Source: an optimization exercise on an open RTL-to-GDS flow (aim: small area and few clock cycles). Production flows keep margins and buffers that such runs may drop.
Only simulation tests tie the RTL to the original design; equivalence was not proved.
Power and IR drop assume default switching activity.

==> flow/design.v <==
`default_nettype none
package mmcd_pkg;
    localparam int N_BITS        = 24;
    localparam int W_BITS        = 13;
    localparam int COL_BITS      = 12;
    localparam int SAMPLE_BITS   = 16;
    localparam int CFG_IDX_BITS  = 2;
    localparam int CFG_DATA_BITS = 24;
    localparam int D_BITS        = N_BITS + 1;
    localparam logic [N_BITS-1:0]   RESET_TOTAL = N_BITS'(1024);
    localparam logic [COL_BITS-1:0] RESET_WM1   = COL_BITS'(512 - 1);
endpackage
`default_nettype wire
`default_nettype none
module min_max_column_decimator_top (
    input  wire logic                                i_clk,
    input  wire logic                                i_rst_n,
    input  wire logic                                i_cfg_we,
    input  wire logic [mmcd_pkg::CFG_IDX_BITS-1:0]   i_cfg_idx,
    input  wire logic [mmcd_pkg::CFG_DATA_BITS-1:0]  i_cfg_data,
    input  wire logic                                i_sample_valid,
    output      logic                                o_sample_ready,
    input  wire logic [mmcd_pkg::SAMPLE_BITS-1:0]    i_sample,
    output      logic                                o_result_valid,
    input  wire logic                                i_result_ready,
    output      logic [mmcd_pkg::COL_BITS-1:0]       o_result_column,
    output      logic [mmcd_pkg::SAMPLE_BITS-1:0]    o_result_low_peak,
    output      logic [mmcd_pkg::SAMPLE_BITS-1:0]    o_result_high_peak,
    output      logic                                o_result_run_last,
    output      logic                                o_result_frame_last
);
    localparam int NB = mmcd_pkg::N_BITS;
    localparam int CB = mmcd_pkg::COL_BITS;
    localparam int SB = mmcd_pkg::SAMPLE_BITS;
    localparam int DB = mmcd_pkg::D_BITS;
    logic [NB-1:0] r_n;        
    logic [CB-1:0] r_wc;       
    logic          r_rs;       
    logic          wr;
    logic [12:0]   wdat;
    logic          clamp;
    logic [CB-1:0] wm1;        
    assign wr   = i_cfg_we && (i_cfg_idx[1] == 1'b0);
    assign wdat = i_cfg_data[12:0];
    always_ff @(posedge i_clk) begin
        if (!i_rst_n) begin
            r_n  <= mmcd_pkg::RESET_TOTAL;
            r_wc <= mmcd_pkg::RESET_WM1;
        end else if (i_cfg_we && i_cfg_idx == 2'd0) begin
            r_n <= (i_cfg_data == '0) ? NB'(1) : i_cfg_data;
        end else if (i_cfg_we && i_cfg_idx == 2'd1) begin
            r_wc <= (wdat == '0) ? '0 : wdat[12] ? '1 : CB'(wdat - 1'b1);
        end
    end
    always_ff @(posedge i_clk) begin
        r_rs <= !i_rst_n || wr;
    end
    assign clamp = (r_n[NB-1:7] == '0) && (r_wc[CB-1:5] >= r_n[6:0]);
    assign wm1   = clamp ? {7'(r_n[6:0] - 1'b1), 5'h1f} : r_wc;
    logic          r_bv;
    logic [SB-1:0] r_bs;
    logic          pop;
    assign o_sample_ready = !r_bv || pop;
    always_ff @(posedge i_clk) begin
        if (!i_rst_n) r_bv <= 1'b0;
        else          r_bv <= (r_bv && !pop) || i_sample_valid;
    end
    always_ff @(posedge i_clk) begin
        if (o_sample_ready) r_bs <= i_sample;
    end
    function automatic logic [13:0] add_lo(input logic [13:0] a,
                                           input logic [13:0] b,
                                           input logic        ci);
        logic cy;
        cy = ci;
        for (int k = 0; k < 14; k++) begin
            add_lo[k] = a[k] ^ b[k] ^ cy;
            cy        = (a[k] & b[k]) | (cy & (a[k] ^ b[k]));
        end
    endfunction
    function automatic logic lt_s(input logic [SB-1:0] a, input logic [SB-1:0] b);
        logic bw, ak, bk;
        bw = 1'b0;
        for (int k = 0; k < SB; k++) begin
            ak = (k == SB-1) ? !a[k] : a[k];
            bk = (k == SB-1) ? !b[k] : b[k];
            bw = (!ak & bk) | ((!ak | bk) & bw);
        end
        lt_s = bw;
    endfunction
    function automatic logic lt_c(input logic [CB-1:0] a, input logic [CB-1:0] b);
        logic bw;
        bw = 1'b0;
        for (int k = 0; k < CB; k++) begin
            bw = (!a[k] & b[k]) | ((!a[k] | b[k]) & bw);
        end
        lt_c = bw;
    endfunction
    logic [DB-1:0] r_d;
    logic [CB-1:0] r_c;
    logic          r_has;
    logic          r_lastc;    
    logic          r_nle;      
    logic [SB-1:0] r_min, r_max;
    logic          close, fin, pen, emit, fire, take, sel;
    logic [CB-1:0] c_p1;
    logic [SB-1:0] s;
    assign s     = r_bs;
    assign close = !r_d[DB-1];
    assign fin   = close && r_lastc;
    assign c_p1  = r_c + 1'b1;
    assign pen   = (c_p1 == wm1);
    assign take = (r_n[NB-1:CB] != '0) || lt_c(r_d[CB-1:0], r_n[CB-1:0]);
    assign sel  = r_rs || !close || (take && !r_lastc);
    localparam int LB = 13;
    localparam int HB = DB - LB;
    logic [LB-1:0] a_lo, n_lo, w_lo, s_lo, k_lo;
    logic [LB:0]   lo;
    logic [HB-1:0] h_op, hi;
    assign a_lo = r_rs ? '0 : r_d[LB-1:0];
    assign n_lo = (close || r_rs) ? ~r_n[LB-1:0] : '0;
    assign w_lo = sel ? LB'(wm1) : '0;                
    assign s_lo = a_lo ^ n_lo ^ w_lo;
    assign k_lo = (a_lo & n_lo) | (a_lo & w_lo) | (n_lo & w_lo);
    assign lo   = add_lo({1'b0, s_lo}, {k_lo, sel}, close && !r_rs);
    assign h_op = (close || r_rs) ? {1'b1, ~r_n[NB-1:LB]} : r_d[DB-1:LB];
    assign hi   = h_op + HB'(lo[LB]);
    assign emit = !r_rs && close && (r_lastc || r_bv);
    assign fire = !r_rs && (emit ? i_result_ready : r_bv);
    assign pop  = fire && !fin && sel;
    always_ff @(posedge i_clk) begin
        if (r_rs || fire) begin
            r_d   <= {hi, lo[LB-1:0]};
            r_has <= sel && !r_rs;
        end
    end
    always_ff @(posedge i_clk) begin
        if (r_rs) r_nle <= !hi[HB-1] || ((&hi) && (&lo[LB-1:0]));
    end
    always_ff @(posedge i_clk) begin
        if (r_rs || (fire && close)) begin
            r_c     <= (r_rs || fin) ? '0 : c_p1;
            r_lastc <= (r_rs || fin) ? (wm1 == '0) : pen;
        end
    end
    always_ff @(posedge i_clk) begin
        if (pop) begin
            if (close || !r_has || lt_s(s, r_min)) r_min <= s;
            if (close || !r_has || lt_s(r_max, s)) r_max <= s;
        end
    end
    assign o_result_valid      = emit;
    assign o_result_column     = r_c;
    assign o_result_low_peak   = r_has ? r_min : '0;
    assign o_result_high_peak  = r_has ? r_max : '0;
    assign o_result_run_last   = fin || (take && !(pen && r_nle));
    assign o_result_frame_last = r_lastc;
endmodule
`default_nettype wire
Settings: LEC_CHECK=0, CAP_MARGIN=20, CORE_MARGIN=2, CORE_UTILIZATION=40, CTS_BUF_LIST=sky130_fd_sc_hd__clkbuf_4, CTS_CLUSTER_SIZE=8, SLEW_MARGIN=20; clock period 10.0 ns.
standard.sh (not shown) runs the stock make flow with config.mk's settings and CLKGATE_MAP_FILE= SYNTH_SCRIPT=/design/flow/synth_recipe.tcl, a recipe that flattens the netlist after the stock synthesis.
==> flow/flow/run.sh <==
#!/bin/bash
# The standard layout (the standard.sh: standard synthesis, floorplan, place, CTS, route),
# with one change: buffer_ports gives each input and output port a sky130_fd_sc_hd__buf_1
# rather than the default buffer cell. Make's full output goes to standard.log here; ORFS's own
# per-step logs stay under orfs/logs.
set -euo pipefail
export BUFFER_PORTS_ARGS="-buffer_cell sky130_fd_sc_hd__buf_1"
bash standard.sh > standard.log 2>&1
Testbench counts at the start, summed over its fixed seeds: cycles 149,558.
Next try:
--- a/flow/config.mk
+++ b/flow/config.mk
@@ -11,2 +11 @@
-export CTS_BUF_LIST = sky130_fd_sc_hd__clkbuf_4
-export CTS_CLUSTER_SIZE = 8
+export CTS_BUF_LIST = sky130_fd_sc_hd__clkbuf_8
What happened: The changed run ran to the end with no violations; global-route usage rises by 0.17 points; non-clock buffer count does not change; via count hardly moves; clock skew is about the same; total power grows by 6.2%; design area climbs by 1.3%; utilization went up by 0.61 points; hold slack degrades by 0.0089 ns; synthesized cell count does not change; flip-flop and latch count is unchanged.

static timing again, ports no longer ideal:
In the flow no input, the clock included, has a driving cell. The finished layouts below were timed again as built, in two steps.
Step 1, drivers: a clkbuf_16 drives i_clk and a buf_2 each remaining input, both assumed.
Step 2 also shifts input and output timing later by t, the mid clock arrival at the registers, as if the neighbouring blocks saw the same clock.
a / b / c = ideal ports / drivers / drivers and shift; a / b = the first two.
run	t, ns	setup WS [ns]	latest minus earliest clock arrival (ns)
the first run	0.551	0.626 / 0.626 / 0.626	0.022 / 0.022
the second run	0.478	0.596 / 0.596 / 0.596	0.020 / 0.020
After both steps setup and hold are still met in every run listed.
